Background: an optimization exercise with open tools, aiming at small area. Do not read the settings as production practice.
Only simulation tests tie the RTL to the original design; equivalence was not proved.
Power and IR drop assume default switching activity.

==> design/flow/design.v <==
package pixelPkg;
	localparam int coordWidth     = 10;
	localparam int tileSize       = 32;
	localparam int tileShift      = 5;   
	localparam int mapCols        = 20;
	localparam int mapRows        = 15;
	localparam int mapSize        = mapCols * mapRows;
	localparam int tileIndexWidth = 9;
	localparam int playerWidth  = 20;
	localparam int playerHeight = 27;
	localparam int bombWidth    = 15;
	localparam int bombHeight   = 18;
	typedef enum logic [2:0] {
		tileEmpty   = 3'd0,
		tileWall    = 3'd1,
		tileBrick   = 3'd2,
		tileSpeedUp = 3'd3,
		tileBombUp  = 3'd4
	} tileKindT;
	typedef enum logic {
		statePlay  = 1'b0,
		statePause = 1'b1
	} gameStateT;
	typedef struct packed {
		logic [coordWidth-1:0] x;
		logic [coordWidth-1:0] y;
	} pixelPosT;
	typedef struct packed {
		logic [7:0] red;
		logic [7:0] green;
		logic [7:0] blue;
	} rgbT;
	typedef struct packed {
		logic                      valid;
		logic [tileIndexWidth-1:0] index;
		tileKindT                  kind;
	} mapWriteT;
	typedef struct packed {
		tileKindT             kind;
		logic [tileShift-1:0] offX;
		logic [tileShift-1:0] offY;
	} tileLookupT;
	typedef struct packed {
		rgbT  color;
		logic solid;   
	} tileColorT;
	typedef struct packed {
		logic player1;
		logic player2;
		logic bomb;
	} spriteHitsT;
	localparam rgbT colorBlack    = {8'h00, 8'h00, 8'h00};
	localparam rgbT colorSky      = {8'h00, 8'ha2, 8'he8};
	localparam rgbT colorWallFace = {8'hb0, 8'hb0, 8'hb0};
	localparam rgbT colorWallEdge = {8'h40, 8'h40, 8'h40};
	localparam rgbT colorBrick    = {8'hb5, 8'h31, 8'h20};
	localparam rgbT colorMortar   = {8'hff, 8'hcc, 8'hc5};
	localparam rgbT colorSpeedUp  = {8'hf8, 8'h28, 8'h00};
	localparam rgbT colorBombUp   = {8'hf8, 8'h78, 8'h00};
	localparam rgbT colorPlayer1  = {8'he8, 8'h20, 8'h50};
	localparam rgbT colorPlayer2  = {8'he0, 8'h18, 8'h98};
	localparam rgbT colorBomb     = {8'h20, 8'h40, 8'h58};
	localparam logic [3:0] codeBlack    = 4'd0;
	localparam logic [3:0] codeSky      = 4'd1;
	localparam logic [3:0] codeWallFace = 4'd2;
	localparam logic [3:0] codeWallEdge = 4'd3;
	localparam logic [3:0] codeBrick    = 4'd4;
	localparam logic [3:0] codeMortar   = 4'd5;
	localparam logic [3:0] codeSpeedUp  = 4'd6;
	localparam logic [3:0] codeBombUp   = 4'd7;
	localparam logic [3:0] codePlayer1  = 4'd8;
	localparam logic [3:0] codePlayer2  = 4'd9;
	localparam logic [3:0] codeBomb     = 4'd10;
	function automatic rgbT codeColor(input logic [3:0] code);
		codeColor = ({24{code == codeSky}}      & colorSky)      |
		            ({24{code == codeWallFace}} & colorWallFace) |
		            ({24{code == codeWallEdge}} & colorWallEdge) |
		            ({24{code == codeBrick}}    & colorBrick)    |
		            ({24{code == codeMortar}}   & colorMortar)   |
		            ({24{code == codeSpeedUp}}  & colorSpeedUp)  |
		            ({24{code == codeBombUp}}   & colorBombUp)   |
		            ({24{code == codePlayer1}}  & colorPlayer1)  |
		            ({24{code == codePlayer2}}  & colorPlayer2)  |
		            ({24{code == codeBomb}}     & colorBomb);
	endfunction
endpackage
`timescale 1ns/1ps
module tileMap (
	input  logic               Clk,
	input  logic               reset,
	input  pixelPkg::pixelPosT drawPos,
	input  pixelPkg::mapWriteT mapWrite,
	output logic [2:0]         kindNow    
);
	localparam int groupRows = 5;    
	localparam int cols      = 20;
	logic [6:0] groups [0:groupRows-1][0:cols-1];
	function automatic logic [2:0] groupTile(input logic [6:0] code, input logic [2:0] h);
		logic       isX;
		logic [1:0] val;
		if (!code[6]) begin
			isX = 1'b0;
			val = ({2{h[0]}} & code[1:0]) | ({2{h[1]}} & code[3:2]) | ({2{h[2]}} & code[5:4]);
		end else if (code[5:4] != 2'd3) begin
			isX = (h[0] & code[5:4] == 2'd0) | (h[1] & code[5:4] == 2'd1) | (h[2] & code[5:4] == 2'd2);
			val = (h[0] | (h[1] & code[5:4] == 2'd0)) ? code[1:0] : code[3:2];
		end else begin
			isX = !((h[0] & code[3:2] == 2'd0) | (h[1] & code[3:2] == 2'd1) | (h[2] & code[3:2] == 2'd2));
			val = code[1:0];
		end
		groupTile = {isX, isX ? 2'd0 : val};
	endfunction
	function automatic logic [6:0] groupCode(input logic [2:0] t0, input logic [2:0] t1, input logic [2:0] t2);
		case ({t2[2], t1[2], t0[2]})
			3'b000: groupCode = {1'b0, t2[1:0], t1[1:0], t0[1:0]};
			3'b001: groupCode = {1'b1, 2'd0, t2[1:0], t1[1:0]};
			3'b010: groupCode = {1'b1, 2'd1, t2[1:0], t0[1:0]};
			3'b100: groupCode = {1'b1, 2'd2, t1[1:0], t0[1:0]};
			3'b110: groupCode = {1'b1, 2'd3, 2'd0, t0[1:0]};
			3'b101: groupCode = {1'b1, 2'd3, 2'd1, t1[1:0]};
			3'b011: groupCode = {1'b1, 2'd3, 2'd2, t2[1:0]};
			default: groupCode = {1'b1, 2'd3, 2'd3, 2'd0};
		endcase
	endfunction
	logic [4:0]  wrQuadHot;      
	logic [1:0]  wrColLow;       
	logic [4:0]  wrGroupHot;     
	logic [2:0]  wrTileHot;      
	logic        heldValid;
	logic [4:0]  heldQuadHot;
	logic [1:0]  heldColLow;
	logic [4:0]  heldGroupHot;
	logic [2:0]  heldTileHot;
	logic [2:0]  heldClass;
	logic [19:0] heldColHot;
	logic [6:0]  wrRowCodes [0:groupRows-1];
	logic [6:0]  wrOld;
	logic [2:0]  wrT0, wrT1, wrT2;
	logic [6:0]  wrCode;
	logic [4:0]  enRow;
	logic [19:0] enCol;
	always_comb begin
		wrQuadHot  = '0;
		wrGroupHot = '0;
		wrTileHot  = '0;
		for (int r = 0; r < 15; r++) begin
			for (int j = 0; j < 5; j++) begin
				if (mapWrite.index[8:2] == 7'(5 * r + j)) begin
					wrQuadHot[j]      = 1'b1;
					wrGroupHot[r / 3] = 1'b1;
					wrTileHot[r % 3]  = 1'b1;
				end
			end
		end
		wrColLow = mapWrite.index[1:0];
	end
	always_ff @(posedge Clk) begin
		heldValid    <= !reset && mapWrite.valid;
		heldQuadHot  <= wrQuadHot;
		heldColLow   <= wrColLow;
		heldGroupHot <= wrGroupHot;
		heldTileHot  <= wrTileHot;
		heldClass    <= (mapWrite.kind[2] && mapWrite.kind[1:0] != 2'd0) ? 3'd0 : mapWrite.kind;
	end
	always_comb begin
		for (int c = 0; c < cols; c++) heldColHot[c] = heldQuadHot[c / 4] && (heldColLow == 2'(c % 4));
		for (int g = 0; g < groupRows; g++) begin
			wrRowCodes[g] = 7'd0;
			for (int c = 0; c < cols; c++) wrRowCodes[g] = wrRowCodes[g] | ({7{heldColHot[c]}} & groups[g][c]);
		end
		wrOld = 7'd0;
		for (int g = 0; g < groupRows; g++) wrOld = wrOld | ({7{heldGroupHot[g]}} & wrRowCodes[g]);
		wrT0 = heldTileHot[0] ? heldClass : groupTile(wrOld, 3'b001);
		wrT1 = heldTileHot[1] ? heldClass : groupTile(wrOld, 3'b010);
		wrT2 = heldTileHot[2] ? heldClass : groupTile(wrOld, 3'b100);
		wrCode = reset ? 7'd0 : groupCode(wrT0, wrT1, wrT2);
		for (int g = 0; g < groupRows; g++) enRow[g] = reset | (heldValid & heldGroupHot[g]);
		for (int c = 0; c < cols; c++) enCol[c] = reset | heldColHot[c];
	end
	always_ff @(posedge Clk) begin
		for (int g = 0; g < groupRows; g++)
			for (int c = 0; c < cols; c++)
				if (enRow[g] && enCol[c]) groups[g][c] <= wrCode;
	end
	logic [4:0]  row;
	logic [4:0]  col;
	logic        wrap;
	logic [19:0] colHot;
	logic [4:0]  groupHot;
	logic [2:0]  tileHot;
	logic [6:0]  rdRowCodes [0:groupRows-1];
	logic [6:0]  rdCode;
	logic        heldHit;
	assign row = drawPos.y[9:5];
	assign col = drawPos.x[9:5];
	always_comb begin
		wrap = 1'b0;
		for (int c = 20; c < 32; c++) if (col == 5'(c)) wrap = 1'b1;
		for (int c = 0; c < cols; c++) colHot[c] = (col == 5'(c)) || (c < 12 && col == 5'(c + 20));
		groupHot = '0;
		tileHot  = '0;
		for (int r = 0; r < 15; r++) begin
			if ((!wrap && row == 5'(r)) || (wrap && r > 0 && row == 5'(r - 1))) begin
				groupHot[r / 3] = 1'b1;
				tileHot[r % 3]  = 1'b1;
			end
		end
		for (int g = 0; g < groupRows; g++) begin
			rdRowCodes[g] = 7'd0;
			for (int c = 0; c < cols; c++) rdRowCodes[g] = rdRowCodes[g] | ({7{colHot[c]}} & groups[g][c]);
		end
		rdCode = 7'd0;
		for (int g = 0; g < groupRows; g++) rdCode = rdCode | ({7{groupHot[g]}} & rdRowCodes[g]);
		heldHit = heldValid && (|(groupHot & heldGroupHot)) && (|(colHot & heldColHot)) && (|(tileHot & heldTileHot));
		kindNow = heldHit ? heldClass : groupTile(rdCode, tileHot);
	end
endmodule
`timescale 1ns/1ps
module tileShader (
	input  logic [2:0] kind,
	input  logic       onEdge,     
	input  logic       onMortar,   
	output logic [3:0] code,
	output logic       solid
);
	always_comb begin
		solid = 1'b0;
		code  = pixelPkg::codeSky;
		case (kind)
			3'd1: begin solid = 1'b1; code = onEdge ? pixelPkg::codeWallEdge : pixelPkg::codeWallFace; end
			3'd2: begin solid = 1'b1; code = onMortar ? pixelPkg::codeMortar : pixelPkg::codeBrick; end
			3'd3: code = pixelPkg::codeSpeedUp;
			3'd4: code = pixelPkg::codeBombUp;
			default: code = pixelPkg::codeSky;
		endcase
	end
endmodule
`timescale 1ns/1ps
module spriteHit (
	input  pixelPkg::pixelPosT   drawPos,
	input  pixelPkg::pixelPosT   player1Pos,
	input  pixelPkg::pixelPosT   player2Pos,
	input  pixelPkg::pixelPosT   bombPos,
	input  logic                 bombArmed,
	output pixelPkg::spriteHitsT hits
);
	function automatic logic inSpan(input logic [9:0] p, input logic [9:0] o, input int size);
		logic [5:0] lo;
		logic [4:0] hiNext;
		lo = {1'b0, p[4:0]} - {1'b0, o[4:0]};
		hiNext = o[9:5] + 5'(lo[5]);
		inSpan = (p[9:5] == hiNext) && (lo[4:0] < 5'(size));
	endfunction
	function automatic logic boxHit(
		input pixelPkg::pixelPosT pix,
		input pixelPkg::pixelPosT obj,
		input int                 boxW,
		input int                 boxH
	);
		boxHit = inSpan(pix.x, obj.x, boxW) && inSpan(pix.y, obj.y, boxH);
	endfunction
	always_comb begin
		hits.player1 = boxHit(drawPos, player1Pos, pixelPkg::playerWidth, pixelPkg::playerHeight);
		hits.player2 = boxHit(drawPos, player2Pos, pixelPkg::playerWidth, pixelPkg::playerHeight);
		hits.bomb    = bombArmed && boxHit(drawPos, bombPos, pixelPkg::bombWidth, pixelPkg::bombHeight);
	end
endmodule
`timescale 1ns/1ps
module pixelMixer (
	input  logic       black,      
	input  logic [3:0] tileCode,
	input  logic       tileSolid,
	input  logic [1:0] sprite,     
	output logic [3:0] codeNext
);
	always_comb begin
		if (black)               codeNext = pixelPkg::codeBlack;
		else if (tileSolid)      codeNext = tileCode;   
		else if (sprite == 2'd1) codeNext = pixelPkg::codePlayer1;
		else if (sprite == 2'd2) codeNext = pixelPkg::codePlayer2;
		else if (sprite == 2'd3) codeNext = pixelPkg::codeBomb;
		else                     codeNext = tileCode;   
	end
endmodule
`timescale 1ns/1ps
module colorMapper (
	input  logic                Clk,
	input  logic                reset,
	input  logic                blank,
	input  pixelPkg::pixelPosT  drawPos,
	input  pixelPkg::gameStateT gameState,
	input  pixelPkg::pixelPosT  player1Pos,
	input  pixelPkg::pixelPosT  player2Pos,
	input  pixelPkg::pixelPosT  bombPos,
	input  logic                bombArmed,
	input  pixelPkg::mapWriteT  mapWrite,
	output pixelPkg::rgbT       rgb
);
	logic [2:0]           kind;
	pixelPkg::spriteHitsT hits;
	logic [4:0]           offX;
	logic [4:0]           offY;
	logic [2:0] kindQ;
	logic       edgeQ;
	logic       mortarQ;
	logic [1:0] spriteQ;
	logic       blackQ;
	logic [3:0] tileCode;
	logic       tileSolid;
	logic [3:0] codeNext;
	logic [3:0] codeQ;
	tileMap tileMap_inst (
		.Clk      (Clk),
		.reset    (reset),
		.drawPos  (drawPos),
		.mapWrite (mapWrite),
		.kindNow  (kind)
	);
	spriteHit spriteHit_inst (
		.drawPos    (drawPos),
		.player1Pos (player1Pos),
		.player2Pos (player2Pos),
		.bombPos    (bombPos),
		.bombArmed  (bombArmed),
		.hits       (hits)
	);
	assign offX = drawPos.x[4:0];
	assign offY = drawPos.y[4:0];
	always_ff @(posedge Clk) begin
		kindQ   <= kind;
		edgeQ   <= (offX == 5'd0) || (offX == 5'd31) || (offY == 5'd0) || (offY == 5'd31);
		mortarQ <= (offY[2:0] == 3'd0);
		spriteQ <= hits.player1 ? 2'd1 : (hits.player2 ? 2'd2 : (hits.bomb ? 2'd3 : 2'd0));
		blackQ  <= reset || !blank || gameState == pixelPkg::statePause;   
	end
	tileShader tileShader_inst (
		.kind     (kindQ),
		.onEdge   (edgeQ),
		.onMortar (mortarQ),
		.code     (tileCode),
		.solid    (tileSolid)
	);
	pixelMixer pixelMixer_inst (
		.black     (blackQ),
		.tileCode  (tileCode),
		.tileSolid (tileSolid),
		.sprite    (spriteQ),
		.codeNext  (codeNext)
	);
	always_ff @(posedge Clk) begin
		codeQ <= reset ? pixelPkg::codeBlack : codeNext;
	end
	assign rgb = pixelPkg::codeColor(codeQ);
endmodule
==> design/flow/flow/run.sh <==
#!/bin/bash
# Layout flow: the standard synthesis, tried with several ABC mapping scripts (the
# standard speed script and area-recovering &nf scripts); the netlist with the smallest
# standard-cell area goes on through the standard layout, with plain buf_1 port buffers.
set -uo pipefail
here=$PWD
mk() { make -C "$FLOW_HOME" DESIGN_CONFIG="$FLOW_CONFIG" CLKGATE_MAP_FILE= SYNTH_SCRIPT="$here/synth_recipe.tcl" "$@"; }

# Synthesis tries, run side by side
tries="speed nf nf2 nf5"
for t in $tries; do
  mkdir -p "$here/try_$t"
  cp -r "$FLOW_HOME/scripts" "$here/try_$t/scripts"
  if [[ $t != speed ]]; then cp "$here/flow/abc_$t.script" "$here/try_$t/scripts/abc_speed.script"; fi
  ( mk WORK_HOME="$here/try_$t/orfs" SCRIPTS_DIR="$here/try_$t/scripts" synth > "$here/synth_$t.log" 2>&1 ) &
done
wait

best=""; bestArea=""
for t in $tries; do
  stat="$here/try_$t/orfs/reports/$FLOW_PLATFORM/colorMapper/base/synth_stat.txt"
  [[ -f "$here/try_$t/orfs/results/$FLOW_PLATFORM/colorMapper/base/1_synth.odb" && -f $stat ]] || continue
  a=$(grep "Chip area for top module" "$stat" | awk '{print $NF}')
  [[ -n $a ]] || a=$(grep "Chip area for module" "$stat" | awk '{print $NF}' | tail -1)
  echo "synthesis try $t: area $a" | tee -a "$here/synth_choice.log"
  if [[ -z $best ]] || awk -v a="$a" -v b="$bestArea" 'BEGIN{exit !(a<b)}'; then best=$t; bestArea=$a; fi
done
[[ -n $best ]] || { echo "no synthesis try succeeded"; exit 1; }
echo "chosen: $best ($bestArea)" | tee -a "$here/synth_choice.log"

mkdir -p "$here/orfs"
cp -a "$here/try_$best/orfs/." "$here/orfs/"

# The rest of the standard layout, with CTS told not to add dummy loads
cts="-sink_clustering_enable -repair_clock_nets -dont_use_dummy_load"
cfg() { sed -n "s/^export $1 = //p" "$FLOW_CONFIG" | tail -1; }
v=$(cfg CTS_CLUSTER_SIZE); [[ -n $v ]] && cts="$cts -sink_clustering_size $v"
v=$(cfg CTS_CLUSTER_DIAMETER); [[ -n $v ]] && cts="$cts -sink_clustering_max_diameter $v"
v=$(cfg CTS_BUF_LIST); [[ -n $v ]] && cts="$cts -buf_list {$v}"
echo "CTS_ARGS: $cts" > "$here/cts_args.log"
bash standard.sh BUFFER_PORTS_ARGS="-buffer_cell sky130_fd_sc_hd__buf_1" CTS_ARGS="$cts" finish > "$here/layout.log" 2>&1
==> design/flow/flow/abc_nf.script <==
strash
&get -n
&fraig -x
&put
scorr
dc2
dretime
strash
&get -n
&dch -f
&nf
&put
==> design/flow/flow/abc_nf2.script <==
strash
&get -n
&dch -f
&nf -p
&put
==> design/flow/flow/abc_nf5.script <==
strash
ifraig
scorr
dc2
strash
&get -n
&dch -f
&nf
&put
&get -n
&dch -f
&nf
&put
==> design/flow/standard.sh <==
#!/bin/bash
# synth_recipe.tcl (not shown) runs the flow's synth.tcl, then flattens the netlist and writes it again
# the make line also repeats each setting of config.mk as NAME=value (left out here)
make -C /OpenROAD-flow-scripts/flow DESIGN_CONFIG=/design/flow/config.mk WORK_HOME=/design/flow/orfs CLKGATE_MAP_FILE= SYNTH_SCRIPT=/design/flow/synth_recipe.tcl "${@:-finish}"
==> design/flow/config.mk <==
export PLATFORM = sky130hd
export DESIGN_NAME = colorMapper
export DESIGN_NICKNAME = colorMapper
export VERILOG_FILES = /design/flow/design.v
export SDC_FILE = /design/flow/constraint.sdc
export NUM_CORES = 4
export LEC_CHECK = 0
export CAP_MARGIN = 20
export CELL_PAD_IN_SITES_DETAIL_PLACEMENT = 1
export CORE_MARGIN = 2
export CORE_UTILIZATION = 55
export CTS_BUF_LIST = sky130_fd_sc_hd__clkbuf_8
export CTS_CLUSTER_DIAMETER = 50
export CTS_CLUSTER_SIZE = 16
export SETUP_SLACK_MARGIN = 0.35
export SLEW_MARGIN = 20
==> design/flow/constraint.sdc <==
create_clock -name core_clock -period 5.5 [get_ports {Clk}]
set_input_delay 1.1000 -clock core_clock [delete_from_list [all_inputs] [get_ports {Clk}]]
set_output_delay 1.1000 -clock core_clock [all_outputs]
set_load 0.01 [all_outputs]
==> metrics.md <==
| Metric | Value |
|---|---|
| Highest cell delay on the worst timing path | 0.57 ns |
| Detailed-routing iteration count for the pre-antenna-repair pass | 17 |
| Syn_area_per_cell | 14.2 sq um |
| Worst skew pair latency | 0.74 ns |
| Detailed Route WL | 162 mm |
| Actual transition at the worst max-transition pin | 1.29 ns |
| Area share of the largest cell type after synthesis | 0.642 |
| Worst Path Required | 5.87 ns |
| Prevailing post-synth register cell | edfxtp_1 |
| Chip width | 248 um |
| Global-route wire length before repair | 222 mm |
| Worst hold-check slack | 0.500 ns |
| Netlist Area Pre-Place | 32700 sq um |
| Worst path cell trace | and3_2 > buf_4 > a222oi_1 > nand4_1 > o31a_1 > a2111oi_2 > buf_4 > or3b_1 > a31oi_2 > o21a_1 > nor2b_2 > nor2_4 > buf_12 |
| Number of warnings printed during yosys synthesis | 8 |
| Congestion Overflow GR | 0 |
| Cell at the root of the clock tree | clkbuf_8 |
| RSZ-0062 raised after global routing | yes |
| DRC violations left | 0 |
| Number of distinct library cells after synthesis | 62 |
| Critical path launch point type | flop |
| Filler instances | 5570 |
| Fin Clk Skew | 0.0945 ns |
| Commonest cells in the synthesized netlist | edfxtp_1, a222oi_1, nor2_1 |
| Clock slew at the register clock pins of the worst setup and hold paths | 0.05 ns |
| Number of global-route vias before repair | 30100 |
| Crit Path Max Fanout | 38 |
| Number of enable-type register cells in the synthesized netlist | 700 |
| Final nets | 2839 |
| CP Depth | 13 |
| Area after detailed placement | 36500 sq um |
| Endpoint of the most critical setup path | tileMap_inst.groups[0][6]$_DFFE_PP_ |
| Net count after synthesis | 2452 |
| Final design instance area without fill | 37700 sq um |
| Max stage delay cell, worst path | and3_2 |
| Synth area leaders | edfxtp_1, a222oi_1, a22oi_1 |
| Final critical-path share of the clock period | 0.949 |
| Floorplan core area | 58900 sq um |
| Via-per-instance ratio | 8.81 |
| Headroom to the max-slew limit | 0.136 |
| Crit Reg-Reg Startpoint | tileMap_inst.heldColLow[0]$_DFF_P_ |
| Crit path capture type | flop |
| Crit path time final | 5.22 ns |
| Antenna violations before repair | 10 |
| Total via count after detailed routing | 30600 |
| Count of pins on the block boundary | 122 |
| Minimum setup slack among reg-to-reg paths | 0.28 ns |
| Most frequent cell after synthesis | edfxtp_1 |
| Cell accounting for the most synthesized area | edfxtp_1 |
| Post-detailed-route wirelength per cell | 46.7 um |
| Total die area | 61500 sq um |
| Setup_tns | 0 ns |
| DRT iter0 DRCs | 9847 |
| Most frequent CP cell | buf_4 |
| Hold/Removal Path Class | in -> reg |
| Peak clock frequency supported by timing | 192 MHz |
| CTS sink count | 731 |
| Yosys reg bits | 731 |
| FF-to-FF path depth | 13 |
| Total track usage | 0.522 |
| Number of H-tree levels | 3 |
| Number of hold violations in the final report | 0 |
| CTS max path bufs | 3 |
| Capturing point of the worst reg2reg path | tileMap_inst.groups[0][6]$_DFFE_PP_ |
| Clock tree from TritonCTS | built |
| Peak supply drop | 0.310 mV |
| Dominant delay contributor by cell family on the critical path | simple AND/OR/NAND/NOR gates |
| Share of final-layout standard cells stronger than drive strength 1 | 0.133 |
| Post-Synthesis Cells | 2311 |
| Critical path launch point | tileMap_inst.heldColLow[0]$_DFF_P_ |
| Max Cap Violations | 0 |
| Synth async-reset ratio | 0 |
| Ratio of total power to cell area | 320 nW/um^2 |
| Port Buf Inserts | 120 |
| Type of the worst setup path | reg -> reg |
| Layout Area Growth over Synthesis | 15.3% |
| Leak Pwr | 12.6 nW |
| Number of rows created at floorplan | 89 |
| Worst path bufs/invs | 3 |
| Number of endpoints failing setup at the final stage | 0 |
| Part of the Yosys area used for sequential elements | 0.661 |
| Number of nets with antenna violations after detailed routing | 0 |
| Initial core utilization | 0.556 |
| Num CTS Buffers | 71 |
| Number of max-slew violations in the final report | 0 |
| Final Total Pwr | 12.1 mW |
| Placed wire-length estimate after detailed placement | 106 mm |
| Arrival time at the worst endpoint | 5.59 ns |
| Overall die height | 248 um |
| Placer congestion estimate | 1.06 |
| Largest net degree at the start of global routing | 61 |
| Post-cts hold buffer count | 0 |
| Result of the run | finished clean |
==> power breakdown <==
| part | total [mW] | switching (mW) | internal, mW |
|---|---|---|---|
| logic | 1.90 | 1.35 | 0.551 |
| clock network | 2.99 | 1.83 | 1.15 |
| registers | 7.20 | 0.375 | 6.83 |
==> cells in the final DEF, fill, tap and decap left out, types with 9 or more instances in the layout <==
cell type / count
edfxtp_1: 700
a222oi_1: 363
nor2_1: 168
buf_4: 149
nand2_1: 131
a22oi_1: 131
buf_1: 119
nand3_1: 88
nand4_1: 74
clkbuf_8: 71
o21ai_0: 55
a21oi_1: 49
clkinv_1: 47
buf_12: 45
ha_1: 39
xnor2_1: 31
dfxtp_1: 29
nor3_1: 28
nor2_2: 23
xor2_1: 23
nor2b_1: 19
a221oi_1: 14
and3_1: 13
a22o_1: 13
nand2b_1: 13
mux2i_4: 12
o31ai_1: 11
nor2_4: 10
a31oi_1: 9
==> worst register-to-register path, stage by stage, from the launching register on <==
cell and delay, ns:
dfxtp_4 0.44, and3_2 0.58, buf_4 0.45, a222oi_1 0.47, nand4_1 0.15, o31a_1 0.40
a2111oi_2 0.34, buf_4 0.24, or3b_1 0.37, a31oi_2 0.26, o21a_1 0.27, nor2b_2 0.44
nor2_4 0.22, buf_12 0.24
==> routing by layer <==
| metal | routed length [um] | global-route usage |
|---|---|---|
| met3 | 30700 | 0.257 |
| met4 | 16700 | 0.397 |
| met1 | 50100 | 0.626 |
| met2 | 64400 | 0.719 |
| met5 | 145 | 0.00159 |
==> worst min path at each step <==
stage	from	end	cells after the start
detailed placement	tileMap_inst.heldClass[2]$_SDFF_PP0_	kindQ[2]$_DFF_P_	2
global route	mapWrite[4]	tileMap_inst.heldColLow[1]$_DFF_P_	1
global placement	blackQ$_DFF_P_	codeQ[2]$_SDFF_PP0_	1
CTS	mapWrite[3]	tileMap_inst.heldColLow[0]$_DFF_P_	1
floorplan	blackQ$_DFF_P_	codeQ[0]$_SDFF_PP0_	1
finish	mapWrite[3]	tileMap_inst.heldColLow[0]$_DFF_P_	1
==> area by class of cell <==
cell class	instances	area, sq um	share of cell area
inverter	48	180	0.00477
clock buffer	71	977	0.0259
timing repair buffer	318	2530	0.0671
multi-input combinational	1528	11400	0.303
antenna	5	12.5	0.000332
tap	773	967	0.0256
sequential	731	21600	0.574
==> per-stage QoR <==
stage,setup slack (ns),instances,util
floorplan,0.408,2311,-
CTS,0.367,3461,0.637
global placement,0.352,3388,0.619
detailed placement,0.118,3390,0.620
global route,0.345,3472,0.641
finish,0.280,3474,0.641
==> what timing repair did <==
item	in CTS	in global routing
gates cloned	0	1
resized for setup	5	16
setup endpoints to repair	292	647
pin swaps	0	3
setup buffers	0	4
==> kinds of logic (layout without fill, tap and decap cells) <==
| group | after synthesis | count (layout) | synth area share |
|---|---|---|---|
| compound gates | 746 | 746 | 0.193 |
| xor+xnor | 54 | 54 | 0.0144 |
| fa+ha+maj | 43 | 43 | 0.0173 |
| buf+inv | 53 | 437 | 0.00665 |
| flops | 731 | 731 | 0.661 |
| mux | 16 | 16 | 0.00489 |
| other cells | 1 | 6 | 0.000115 |
| simple gates | 667 | 668 | 0.103 |
==> flip-flops by register name, summed over array words and instances, names as in the netlist <==
name / flops
tileMap_inst.groups: 700
tileMap_inst.heldGroupHot: 5
tileMap_inst.heldQuadHot: 5
codeQ: 4
kindQ: 3
tileMap_inst.heldClass: 3
tileMap_inst.heldTileHot: 3
spriteQ: 2
tileMap_inst.heldColLow: 2
blackQ: 1
edgeQ: 1
mortarQ: 1
tileMap_inst.heldValid: 1

## afterwards: timing with drivers on the ports
No port has a modelled driver above. Below, the same layout with a new extraction and two added sets of constraints.
Step 1 sets driving cells, clkbuf_16 on the clock port and buf_2 on the other inputs (assumed; they add their load-dependent delay and slew).
Step 2 adds t to the input delays and takes it off the output delays; t is the mean of the earliest and latest rising clock arrival at the registers after step 1. Input paths then give back, and output paths get back, about the clock's delay inside the block.
Three values: ideal ports, drivers, drivers and shift; two values: the first two.
t (ns): 0.756
setup WS [ns]: 0.280 / 0.280 / -0.385
hold WS [ns]: 0.500 / 0.489 / 0.515
latest minus earliest clock arrival (ns): 0.095 / 0.094
slew at the worst register clock pin (ns): 0.11 / 0.11
Met with ideal ports but missed after step 2: setup timing in this run. For this run, drivers alone change the setup slack by 0.000 ns; drivers and shift together by -0.665 ns.
